This design comes from an exercise in tuning for small area on the open sky130 flow, not from production work. Only simulation tests tie the RTL to the original design; equivalence was not proved. No driver is modelled on the clock port, so clocking that relies on it looks cheaper here than on a real chip. Power is estimated from default activity; no workload was simulated.

==> inputs of run P <==
// regfile_mp
module regfile_mp #(
  parameter int unsigned DW       = regfile_pkg::MIPS_DW,
  parameter int unsigned AW       = regfile_pkg::MIPS_AW,
  parameter int unsigned NUM_RD   = 2,
  parameter int unsigned ZERO_REG = 1,
  parameter int unsigned BYPASS   = 1
) (
  input  logic                 clk,
  input  logic                 reset,
  input  logic [NUM_RD*AW-1:0] ra,
  output logic [NUM_RD*DW-1:0] rd,
  output logic [NUM_RD-1:0]    rbusy,
  input  logic                 we0,
  input  logic [AW-1:0]        wa0,
  input  logic [DW-1:0]        wd0,
  input  logic                 we1,
  input  logic [AW-1:0]        wa1,
  input  logic [DW-1:0]        wd1,
  input  logic                 bset,
  input  logic [AW-1:0]        bset_a,
  output logic                 init_done
);
  localparam int unsigned DEPTH = 2**AW;
  logic               run_q;       
  logic [AW-1:0]      cnt_q;
  logic [DW-1:0]      mem_n [1:DEPTH-1];   
  logic [DW-1:0]      mem_v [1:DEPTH-1];   
  logic [DW-1:0]      mem_d [1:DEPTH-1];
  logic [DEPTH-1:1]   busy_q;
  logic               active;
  logic [DEPTH-1:1]   hit0, hit1, sel0, sel1, hold;
  logic [DEPTH-1:1]   bhit;
  logic [(DEPTH-1)*DW-1:0] mem_flat;
  assign init_done = run_q;
  assign active    = run_q & reset;
  always_ff @(posedge clk) begin
    if (!reset) begin
      run_q <= 1'b0;
      cnt_q <= '0;
    end else if (!run_q) begin
      cnt_q <= cnt_q + 1'b1;
      if (&cnt_q) run_q <= 1'b1;
    end
  end
  always_comb begin
    for (int r = 1; r < DEPTH; r++) begin
      hit0[r] = we0 & (wa0 == AW'(r));
      hit1[r] = we1 & (wa1 == AW'(r));
      bhit[r] = bset & (bset_a == AW'(r));
      sel1[r] = active & hit1[r];
      sel0[r] = active & hit0[r] & ~hit1[r];
      hold[r] = active & ~hit0[r] & ~hit1[r];
    end
  end
  for (genvar r = 1; r < DEPTH; r++) begin : g_w
    assign mem_v[r] = ~mem_n[r];
    regfile_aoi222 #(.DW(DW)) u_wr (
      .s0 (sel1[r]), .d0 (wd1),
      .s1 (sel0[r]), .d1 (wd0),
      .s2 (hold[r]), .d2 (mem_v[r]),
      .y  (mem_d[r])
    );
  end
  always_ff @(posedge clk) begin
    for (int r = 1; r < DEPTH; r++) begin
      mem_n[r]  <= mem_d[r];
      busy_q[r] <= active & (bhit[r] | (busy_q[r] & ~hit0[r] & ~hit1[r]));
    end
  end
  ...
==> module regfile_rd_mux, before the edit <==
module regfile_rd_mux #(
  parameter int unsigned DW = regfile_pkg::MIPS_DW,
  parameter int unsigned AW = regfile_pkg::MIPS_AW
) (
  input  logic                        run,
  input  logic [AW-1:0]               ra,
  input  logic [((2**AW)-1)*DW-1:0]   mem_flat,
  input  logic [(2**AW)-1:1]          busy,
  input  logic                        we0,
  input  logic [AW-1:0]               wa0,
  input  logic [DW-1:0]               wd0,
  input  logic                        we1,
  input  logic [AW-1:0]               wa1,
  input  logic [DW-1:0]               wd1,
  output logic [DW-1:0]               rd,
  output logic                        rbusy
);
  localparam int unsigned DEPTH = 2**AW;
  localparam int unsigned NSRC  = DEPTH + 1;       
  localparam int unsigned NGRP  = NSRC / 3;
  logic nz, b0, b1;
  logic [NSRC-1:0]    sel;
  logic [NSRC*DW-1:0] src;
  logic [DW-1:0]      grp_n [NGRP];
  always_comb begin
    nz  = run & (ra != '0);
    b1  = we1 & (wa1 == ra);
    b0  = we0 & (wa0 == ra);
    sel[0] = nz & b1;
    sel[1] = nz & b0 & ~b1;
    rbusy  = 1'b0;
    for (int r = 1; r < DEPTH; r++) begin
      sel[r+1] = run & ~b0 & ~b1 & (ra == AW'(r));
      rbusy    = rbusy | (run & (ra == AW'(r)) & busy[r]);
    end
  end
  assign src = {mem_flat, wd0, wd1};
  for (genvar g = 0; g < NGRP; g++) begin : g_grp
    regfile_aoi222 #(.DW(DW)) u_aoi (
      .s0 (sel[3*g]),   .d0 (src[(3*g)*DW +: DW]),
      .s1 (sel[3*g+1]), .d1 (src[(3*g+1)*DW +: DW]),
      .s2 (sel[3*g+2]), .d2 (src[(3*g+2)*DW +: DW]),
      .y  (grp_n[g])
    );
  end
  always_comb begin
    rd = '0;
    for (int g = 0; g < NGRP; g++) rd = rd | ~grp_n[g];
  end
endmodule
==> module regfile_mp, before the edit <==
module regfile_mp #(
  parameter int unsigned DW       = regfile_pkg::MIPS_DW,
  parameter int unsigned AW       = regfile_pkg::MIPS_AW,
  parameter int unsigned NUM_RD   = 2,
  parameter int unsigned ZERO_REG = 1,
  parameter int unsigned BYPASS   = 1
) (
  input  logic                 clk,
  input  logic                 reset,
  input  logic [NUM_RD*AW-1:0] ra,
  output logic [NUM_RD*DW-1:0] rd,
  output logic [NUM_RD-1:0]    rbusy,
  input  logic                 we0,
  input  logic [AW-1:0]        wa0,
  input  logic [DW-1:0]        wd0,
  input  logic                 we1,
  input  logic [AW-1:0]        wa1,
  input  logic [DW-1:0]        wd1,
  input  logic                 bset,
  input  logic [AW-1:0]        bset_a,
  output logic                 init_done
);
  localparam int unsigned DEPTH = 2**AW;
  logic               run_q;       
  logic [AW-1:0]      cnt_q;
  logic [DW-1:0]      mem_n [1:DEPTH-1];   
  logic [DW-1:0]      mem_v [1:DEPTH-1];   
  logic [DW-1:0]      mem_d [1:DEPTH-1];
  logic [DEPTH-1:1]   busy_q;
  logic               active;
  logic [DEPTH-1:1]   hit0, hit1, sel0, sel1, hold;
  logic [DEPTH-1:1]   bhit;
  logic [(DEPTH-1)*DW-1:0] mem_flat;
  assign init_done = run_q;
  assign active    = run_q & reset;
  always_ff @(posedge clk) begin
    if (!reset) begin
      run_q <= 1'b0;
      cnt_q <= '0;
    end else if (!run_q) begin
      cnt_q <= cnt_q + 1'b1;
      if (&cnt_q) run_q <= 1'b1;
    end
  end
  always_comb begin
    for (int r = 1; r < DEPTH; r++) begin
      hit0[r] = we0 & (wa0 == AW'(r));
      hit1[r] = we1 & (wa1 == AW'(r));
      bhit[r] = bset & (bset_a == AW'(r));
      sel1[r] = active & hit1[r];
      sel0[r] = active & hit0[r] & ~hit1[r];
      hold[r] = active & ~hit0[r] & ~hit1[r];
    end
  end
  for (genvar r = 1; r < DEPTH; r++) begin : g_w
    assign mem_v[r] = ~mem_n[r];
    regfile_aoi222 #(.DW(DW)) u_wr (
      .s0 (sel1[r]), .d0 (wd1),
      .s1 (sel0[r]), .d1 (wd0),
      .s2 (hold[r]), .d2 (mem_v[r]),
      .y  (mem_d[r])
    );
  end
  always_ff @(posedge clk) begin
    for (int r = 1; r < DEPTH; r++) begin
      mem_n[r]  <= mem_d[r];
      busy_q[r] <= active & (bhit[r] | (busy_q[r] & ~hit0[r] & ~hit1[r]));
    end
  end
  for (genvar j = 1; j < DEPTH; j++) begin : g_flat
    assign mem_flat[(j-1)*DW +: DW] = mem_v[j];
  end
  for (genvar k = 0; k < NUM_RD; k++) begin : g_rd
    regfile_rd_mux #(
      .DW (DW),
      .AW (AW)
    ) u_rd_mux (
      .run      (run_q),
      .ra       (ra[k*AW +: AW]),
      .mem_flat (mem_flat),
      .busy     (busy_q),
      .we0      (we0),
      .wa0      (wa0),
      .wd0      (wd0),
      .we1      (we1),
      .wa1      (wa1),
      .wd1      (wd1),
      .rd       (rd[k*DW +: DW]),
      .rbusy    (rbusy[k])
    );
  end
endmodule
export LEC_CHECK = 0
export CAP_MARGIN = 5
export CELL_PAD_IN_SITES_DETAIL_PLACEMENT = 0
export CELL_PAD_IN_SITES_GLOBAL_PLACEMENT = 1
export CORE_MARGIN = 2
export CORE_UTILIZATION = 30
export PLACE_DENSITY = 0.5
export SLEW_MARGIN = 5
export SYNTH_HIERARCHICAL = 1
create_clock -name core_clock -period 8.0 [get_ports {clk}]
standard.sh (not shown) runs the stock make flow with config.mk's settings and CLKGATE_MAP_FILE= SYNTH_SCRIPT=/design/flow/synth_recipe.tcl, a recipe that flattens the netlist after the stock synthesis.
==> flow/flow/run.sh <==
#!/bin/bash
# Standard ORFS layout (the standard.sh, unchanged synthesis, floorplan,
# power grid and tap cells), with two placement/CTS options changed through
# ORFS's own variables:
#  - port buffers use the smallest buffer cell instead of the default pick;
#  - clock tree synthesis without dummy loads, with larger sink clusters.
# Each step's full log stays in orfs/logs/; make's own output goes to make.log.
set -euo pipefail
export BUFFER_PORTS_ARGS="-buffer_cell sky130_fd_sc_hd__buf_1"
export CTS_ARGS="-sink_clustering_enable -repair_clock_nets -dont_use_dummy_load -sink_clustering_size 24 -sink_clustering_max_diameter 60 -buf_list sky130_fd_sc_hd__clkbuf_8"
bash standard.sh finish > make.log 2>&1
==> run X (differences from run P) <==
--- a/flow/design.v
+++ b/flow/design.v
@@ -15,4 +15,5 @@
   input  logic [((2**AW)-1)*DW-1:0]   mem_flat,
   input  logic [(2**AW)-1:1]          busy,
+  input  logic                        pol,
   input  logic                        we0,
   input  logic [AW-1:0]               wa0,
@@ -27,6 +28,6 @@
   localparam int unsigned NSRC  = DEPTH + 1;       
   localparam int unsigned NGRP  = NSRC / 3;
-  logic nz, b0, b1;
-  logic [NSRC-1:0]    sel;
+  logic nz, b0, b1, flip_n, flip;
+  logic [NSRC-1:0]    sel, sel_n;
   logic [NSRC*DW-1:0] src;
   logic [DW-1:0]      grp_n [NGRP];
@@ -35,12 +36,14 @@
     b1  = we1 & (wa1 == ra);
     b0  = we0 & (wa0 == ra);
-    sel[0] = nz & b1;
-    sel[1] = nz & b0 & ~b1;
+    sel_n[0] = ~(nz & b1);
+    sel_n[1] = ~(nz & b0 & ~b1);
+    flip_n   = ~(pol & nz);
     rbusy  = 1'b0;
     for (int r = 1; r < DEPTH; r++) begin
-      sel[r+1] = run & ~b0 & ~b1 & (ra == AW'(r));
+      sel_n[r+1] = ~(run & ~b0 & ~b1 & (ra == AW'(r)));
       rbusy    = rbusy | (run & (ra == AW'(r)) & busy[r]);
     end
   end
+  regfile_inv #(.N(NSRC+1)) u_sel_drv (.a({flip_n, sel_n}), .y({flip, sel}));
   assign src = {mem_flat, wd0, wd1};
   for (genvar g = 0; g < NGRP; g++) begin : g_grp
@@ -55,4 +58,5 @@
     rd = '0;
     for (int g = 0; g < NGRP; g++) rd = rd | ~grp_n[g];
+    rd = rd ^ {DW{flip}};
   end
 endmodule
@@ -69,4 +73,12 @@
 );
   assign y = ~(({DW{s0}} & d0) | ({DW{s1}} & d1) | ({DW{s2}} & d2));
+endmodule
+module regfile_inv #(
+  parameter int unsigned N = 1
+) (
+  input  logic [N-1:0] a,
+  output logic [N-1:0] y
+);
+  assign y = ~a;
 endmodule
 module regfile_mp #(
@@ -95,7 +107,10 @@
   logic               run_q;       
   logic [AW-1:0]      cnt_q;
-  logic [DW-1:0]      mem_n [1:DEPTH-1];   
-  logic [DW-1:0]      mem_v [1:DEPTH-1];   
+  logic [DW-1:0]      mem_q [1:DEPTH-1];   
   logic [DW-1:0]      mem_d [1:DEPTH-1];
+  logic               pol_q;
+  logic [DW-1:0]      wdx0, wdx1;          
+  logic [DEPTH-1:1]   sel0_n, sel1_n, hold_n;
+  logic [DW-1:0]      wdx0_n, wdx1_n;
   logic [DEPTH-1:1]   busy_q;
   logic               active;
@@ -105,4 +120,8 @@
   assign init_done = run_q;
   assign active    = run_q & reset;
+  assign wdx0_n    = ~(wd0 ^ {DW{pol_q}});
+  assign wdx1_n    = ~(wd1 ^ {DW{pol_q}});
+  regfile_inv #(.N(2*DW)) u_wd_drv (.a({wdx1_n, wdx0_n}), .y({wdx1, wdx0}));
+  always_ff @(posedge clk) pol_q <= ~(active & pol_q);
   always_ff @(posedge clk) begin
     if (!reset) begin
@@ -119,15 +138,18 @@
       hit1[r] = we1 & (wa1 == AW'(r));
       bhit[r] = bset & (bset_a == AW'(r));
-      sel1[r] = active & hit1[r];
-      sel0[r] = active & hit0[r] & ~hit1[r];
-      hold[r] = active & ~hit0[r] & ~hit1[r];
+      sel1_n[r] = ~(active & hit1[r]);
+      sel0_n[r] = ~(active & hit0[r] & ~hit1[r]);
+      hold_n[r] = ~(active & ~hit0[r] & ~hit1[r]);
     end
   end
+  regfile_inv #(.N(3*(DEPTH-1))) u_sel_drv (
+    .a ({hold_n, sel0_n, sel1_n}),
+    .y ({hold,   sel0,   sel1})
+  );
   for (genvar r = 1; r < DEPTH; r++) begin : g_w
-    assign mem_v[r] = ~mem_n[r];
     regfile_aoi222 #(.DW(DW)) u_wr (
-      .s0 (sel1[r]), .d0 (wd1),
-      .s1 (sel0[r]), .d1 (wd0),
-      .s2 (hold[r]), .d2 (mem_v[r]),
+      .s0 (sel1[r]), .d0 (wdx1),
+      .s1 (sel0[r]), .d1 (wdx0),
+      .s2 (hold[r]), .d2 (mem_q[r]),
       .y  (mem_d[r])
     );
@@ -135,10 +157,10 @@
   always_ff @(posedge clk) begin
     for (int r = 1; r < DEPTH; r++) begin
-      mem_n[r]  <= mem_d[r];
+      mem_q[r]  <= mem_d[r];
       busy_q[r] <= active & (bhit[r] | (busy_q[r] & ~hit0[r] & ~hit1[r]));
     end
   end
   for (genvar j = 1; j < DEPTH; j++) begin : g_flat
-    assign mem_flat[(j-1)*DW +: DW] = mem_v[j];
+    assign mem_flat[(j-1)*DW +: DW] = mem_q[j];
   end
   for (genvar k = 0; k < NUM_RD; k++) begin : g_rd
@@ -151,10 +173,11 @@
       .mem_flat (mem_flat),
       .busy     (busy_q),
+      .pol      (pol_q),
       .we0      (we0),
       .wa0      (wa0),
-      .wd0      (wd0),
+      .wd0      (wdx0),
       .we1      (we1),
       .wa1      (wa1),
-      .wd1      (wd1),
+      .wd1      (wdx1),
       .rd       (rd[k*DW +: DW]),
       .rbusy    (rbusy[k])
==> flow/flow/run.sh (replaced) <==
#!/bin/bash
# Standard ORFS layout (the standard.sh, unchanged synthesis, floorplan,
# power grid and tap cells), with options changed through ORFS's own
# variables and hooks:
#  - before global placement, inv_1 cells become inv_2 (same area, stronger),
#    see swap_inv.tcl;
#  - port buffers use the smallest buffer cell instead of the default pick;
#  - clock tree synthesis without dummy loads, with clkbuf_4 sink clusters of
#    up to 14 flip-flops; after it, clock buffers whose flip-flops would see a
#    slow clock edge are swapped for stronger ones (clk_upsize.tcl).
# Each step's full log stays in orfs/logs/; make's own output goes to make.log.
set -euo pipefail
export PRE_GLOBAL_PLACE_TCL="$(pwd)/flow/swap_inv.tcl"
export BUFFER_PORTS_ARGS="-buffer_cell sky130_fd_sc_hd__buf_1"
export CTS_ARGS="-sink_clustering_enable -repair_clock_nets -dont_use_dummy_load -sink_clustering_size 14 -sink_clustering_max_diameter 100 -buf_list sky130_fd_sc_hd__clkbuf_4"
export POST_CTS_TCL="$(pwd)/flow/clk_upsize.tcl"
bash standard.sh finish > make.log 2>&1
==> flow/flow/clk_upsize.tcl (new file) <==
# Sourced by ORFS after clock tree synthesis (POST_CTS_TCL): a clock buffer
# whose loads see a slew over the target is swapped for the next stronger
# clkbuf, until no clock pin is over the target; then the placement is
# legalized again.
set target 0.105
set next [dict create sky130_fd_sc_hd__clkbuf_2 sky130_fd_sc_hd__clkbuf_4 \
  sky130_fd_sc_hd__clkbuf_4 sky130_fd_sc_hd__clkbuf_8 \
  sky130_fd_sc_hd__clkbuf_8 sky130_fd_sc_hd__clkbuf_16]
set db [ord::get_db]
estimate_parasitics -placement
for {set iter 0} {$iter < 6} {incr iter} {
  set ups 0
  foreach inst [[ord::get_db_block] getInsts] {
    set m [[$inst getMaster] getName]
    if {![dict exists $next $m]} continue
    set onet ""
    foreach it [$inst getITerms] { if {[$it isOutputSignal]} { set onet [$it getNet] } }
    if {$onet eq "" || [$onet getSigType] ne "CLOCK"} continue
    set worst 0
    foreach it [$onet getITerms] {
      if {[$it isInputSignal]} {
        set pin [get_pins [[$it getInst] getName]/[[$it getMTerm] getName]]
        set s [get_property $pin slew_max]
        if {$s > $worst} { set worst $s }
      }
    }
    if {$worst > $target} {
      $inst swapMaster [$db findMaster [dict get $next $m]]
      incr ups
    }
  }
  puts "clk_upsize: pass $iter upsized $ups clock buffers"
  if {$ups == 0} break
  estimate_parasitics -placement
}
detailed_placement
check_placement -verbose
==> flow/flow/swap_inv.tcl (new file) <==
# Sourced by ORFS before global placement (PRE_GLOBAL_PLACE_TCL): every
# inverter synthesis mapped to inv_1 becomes inv_2, the same function and area
# with twice the drive, so that the lines the RTL drives through an inverter
# need no buffer tree.
set inv2 [[ord::get_db] findMaster sky130_fd_sc_hd__inv_2]
set n 0
foreach inst [[ord::get_db_block] getInsts] {
  if {[[$inst getMaster] getName] eq "sky130_fd_sc_hd__inv_1"} {
    $inst swapMaster $inv2
    incr n
  }
}
puts "swap_inv: $n inv_1 -> inv_2"
==> run summary <==
- Against run X, the combinational power of run P is larger by about 4%.
- Between run X and run P, the lower power is in run X (gap 2.6%, measured against run P).
- In sequential power, run P and run X hardly differ.
- Between run P and run X, the lower design area is in run X (gap about 10%, measured against run X).

-- what the ideal ports hide --
No port has a modelled driver above. Below, the same layouts with a new extraction and two added sets of constraints.
Step 1 sets driving cells, clkbuf_16 on the clock port and buf_2 on the other inputs (assumed; they add their load-dependent delay and slew).
Step 2 adds t to the input delays and takes it off the output delays; t is the mean of the earliest and latest rising clock arrival at the registers after step 1. Input paths then give back, and output paths get back, about the clock's delay inside the block.
Slacks: ideal ports / drivers / drivers and shift; pairs: ideal ports / drivers.
| run | t, ns | setup WS [ns] | worst setup path at the end |
|---|---|---|---|
| run P | 0.945 | 0.616 / 0.577 / 0.577 | input to output |
| run X | 0.778 | 0.431 / 0.359 / 0.359 | input to output |
After both steps setup and hold are still met in every run listed. For run X, which loses most, drivers alone change the setup slack by -0.072 ns; drivers and shift together by -0.072 ns.
